Context: an optimization exercise on an open-source flow, tuned for small area. The choices shown serve that exercise and are no tape-out recipe.
Function was checked by simulation only, so behaviour that the tests miss may differ from the original.

## amber
// exec_stage
module exec_stage
(
  input  logic              clock,
  input  logic              rst_n,
  input  logic [XLEN-1:0]   alu_npc,
  input  logic [ILEN-1:0]   alu_ir,
  input  logic [XLEN-1:0]   alu_rega,
  input  logic [XLEN-1:0]   alu_regb,
  input  logic [PREG_W-1:0] alu_dest_reg_idx,
  input  logic [1:0]        alu_opa_select,
  input  logic [1:0]        alu_opb_select,
  input  logic [4:0]        alu_func,
  input  logic              alu_rd_mem,
  input  logic              alu_wr_mem,
  input  logic              alu_cond_branch,
  input  logic              alu_uncond_branch,
  input  logic              alu_valid,
  input  logic [XLEN-1:0]   mult_npc,
  input  logic [ILEN-1:0]   mult_ir,
  input  logic [XLEN-1:0]   mult_rega,
  input  logic [XLEN-1:0]   mult_regb,
  input  logic [PREG_W-1:0] mult_dest_reg_idx,
  input  logic [1:0]        mult_opa_select,
  input  logic [1:0]        mult_opb_select,
  input  logic              mult_valid,
  output logic [XLEN-1:0]   wb_alu_npc,
  output logic [XLEN-1:0]   wb_alu_result,
  output logic [XLEN-1:0]   wb_alu_branch_target,
  output logic              wb_alu_take_branch,
  output logic              wb_alu_rd_mem,
  output logic              wb_alu_wr_mem,
  output logic              wb_alu_valid,
  output logic [PREG_W-1:0] wb_alu_dest_reg_idx,
  output logic [XLEN-1:0]   wb_alu_store_data,
  output logic [XLEN-1:0]   wb_mult_npc,
  output logic [XLEN-1:0]   wb_mult_result,
  output logic              wb_mult_valid,
  output logic [PREG_W-1:0] wb_mult_dest_reg_idx
);
Size: roughly 6000 cells after synthesis, about 540 flip-flops, ~880 I/O pins, ~62000 um^2 of cells after synthesis.
==> flow/config.mk <==
export PLATFORM = sky130hd
export DESIGN_NAME = exec_stage
export DESIGN_NICKNAME = exec_stage
export VERILOG_FILES = /design/flow/design.v
export SDC_FILE = /design/flow/constraint.sdc
export NUM_CORES = 4
export LEC_CHECK = 0
export ABC_AREA = 1
export CAP_MARGIN = 20
export CORE_MARGIN = 2
export CORE_UTILIZATION = 50
export SLEW_MARGIN = 20
==> flow/constraint.sdc <==
create_clock -name core_clock -period 12.5 [get_ports {clock}]
set_input_delay 2.5000 -clock core_clock [delete_from_list [all_inputs] [get_ports {clock}]]
set_output_delay 2.5000 -clock core_clock [all_outputs]
set_load 0.01 [all_outputs]
standard.sh (not shown) runs the stock make flow with config.mk's settings and CLKGATE_MAP_FILE= SYNTH_SCRIPT=/design/flow/synth_recipe.tcl, a recipe that flattens the netlist after the stock synthesis.
==> flow/flow/run.sh <==
#!/bin/bash
# The standard layout (standard.sh) with these changes:
#  - Yosys's synth runs without its generic "abc -fast" step (SYNTH_ARGS=-noabc),
#    so the full adders written in the RTL reach extract_fa as written;
#  - the cell mapping uses flow/abc_area.script (area-oriented &nf mapping,
#    no ABC buffering or sizing; placement and repair do that);
#  - the port buffers are the smallest buffer cell, buf_1;
#  - the floorplan step only removes synthesis buffers (REMOVE_ABC_BUFFERS)
#    instead of sizing up with wire-load estimates.
# Each tool's output is in orfs/logs/; the make output is in standard_flow.log.
set -euo pipefail
here=$(pwd)
rm -rf "$here/scripts_alt"
cp -r "$FLOW_HOME/scripts" "$here/scripts_alt"
cp "$here/flow/abc_area.script" "$here/scripts_alt/abc_area.script"
export SCRIPTS_DIR="$here/scripts_alt"
export SYNTH_ARGS="-noabc"
export REMOVE_ABC_BUFFERS=1
export BUFFER_PORTS_ARGS="-buffer_cell sky130_fd_sc_hd__buf_1"
bash standard.sh finish > standard_flow.log 2>&1
==> flow/flow/abc_area.script <==
&get -n
&st
&dch
&nf -a -R 1000
&put
topo
stime -c
Changes in maple relative to amber:
- CORE_UTILIZATION now 60, was 50
Notes after the runs:
- maple failed in global routing (5_1_grt) with GRT-0232.
- Re deepest clock path buffer count: no difference whatsoever between amber and maple.
- The final weighted congestion of routability-driven global placement in maple was higher than what amber gave.
- On starting density of the core: maple sits above amber.
- Summary of maple over amber: proportion of synthesized chip area in sequential cells barely changed, register bit count reported by yosys barely changed.
- From amber to maple, area after synthesis did not move at all.
- Looking only at number of rows in the core area, and setting everything else aside, the higher value of maple and amber goes to amber.
- [maple] width of the die fell 31 um relative to amber
Modified inputs, onyx compared to maple
- CORE_UTILIZATION changed from 60 to 50
- CTS_CLUSTER_DIAMETER newly set to 100
- CTS_CLUSTER_SIZE newly set to 30
## What came out
onyx: done, clean on timing, DRC and antenna. Of onyx and maple, the run reporting the lower number of cells after detailed placement was maple. onyx vs. maple: starting utilization of the core area fell 10 points; parity-gate share of the synthesized area counting xor and xnor cells about even; share of flip-flops with an asynchronous set or reset about even. Routability-driven placement congestion ratio: lower on onyx. Between onyx and maple, the total number of placement rows is higher for onyx. The run showing the smaller number of gates given a new drive strength after cts is onyx.
Modified inputs, cedar compared to onyx
- CORE_UTILIZATION: 50 -> 55
onyx reports its category of the critical setup timing path as input port to primary output while cedar reports input port to flop.
~same buffer share of cell area in onyx and cedar
[cedar vs onyx] number of cells on the critical path: lower in cedar
cedar against onyx: required time of the critical path saw an increase.
What ember does differently from cedar at the input level:
- CTS_CLUSTER_DIAMETER no longer set, was 100
- CTS_CLUSTER_SIZE no longer set, was 30
- CORE_UTILIZATION now 50, was 55
diff --git a/flow/flow/run.sh b/flow/flow/run.sh
--- a/flow/flow/run.sh
+++ b/flow/flow/run.sh
@@ -2 +2 @@
-# The standard layout (standard.sh) with these changes:
+# The standard layout (standard.sh) with three changes:
@@ -7,3 +7 @@
-#  - the port buffers are the smallest buffer cell, buf_1;
-#  - the floorplan step only removes synthesis buffers (REMOVE_ABC_BUFFERS)
-#    instead of sizing up with wire-load estimates.
+#  - the port buffers are the smallest buffer cell, buf_1.
@@ -18 +15,0 @@
-export REMOVE_ABC_BUFFERS=1
Results
ember went all the way through the flow, and no timing, DRC or antenna check failed. ember against cedar: worst reg-to-reg path cell count level; cell area after placement moved up.

afterwards: timing with drivers on the ports:
The results above use ideal ports. As a check the final layouts listed here were re-extracted and re-timed, cells and wires unchanged. Step 1 assumes that a clkbuf_16 drives the clock port and a buf_2 every other input. Step 2 moves the port delays by t, midway between the first and last clock arrival at a register: inputs arrive t later, outputs are due t later. That takes back most of the time a late clock gives input paths. Slacks: ideal / step 1 / step 2; pairs: ideal / step 1.
| run | t (ns) | slack for setup (ns) | hold slack, ns | pins driven straight from the clock port |
|---|---|---|---|---|
| amber | 0.772 | 0.317 / 0.286 / -0.172 | 0.285 / 0.285 / 0.285 | 1 |
| onyx | 0.755 | 0.283 / 0.254 / -0.107 | 0.312 / 0.312 / 0.312 | 1 |
| cedar | 0.734 | 0.293 / 0.312 / -0.422 | 0.303 / 0.303 / 0.303 | 1 |
| ember | 0.748 | 0.319 / 0.280 / -0.182 | 0.270 / 0.270 / 0.270 | 1 |
With both steps, setup timing fails in every run listed, where it was met with ideal ports. For cedar, which loses most, drivers alone change the setup slack by +0.019 ns; drivers and shift together by -0.715 ns.
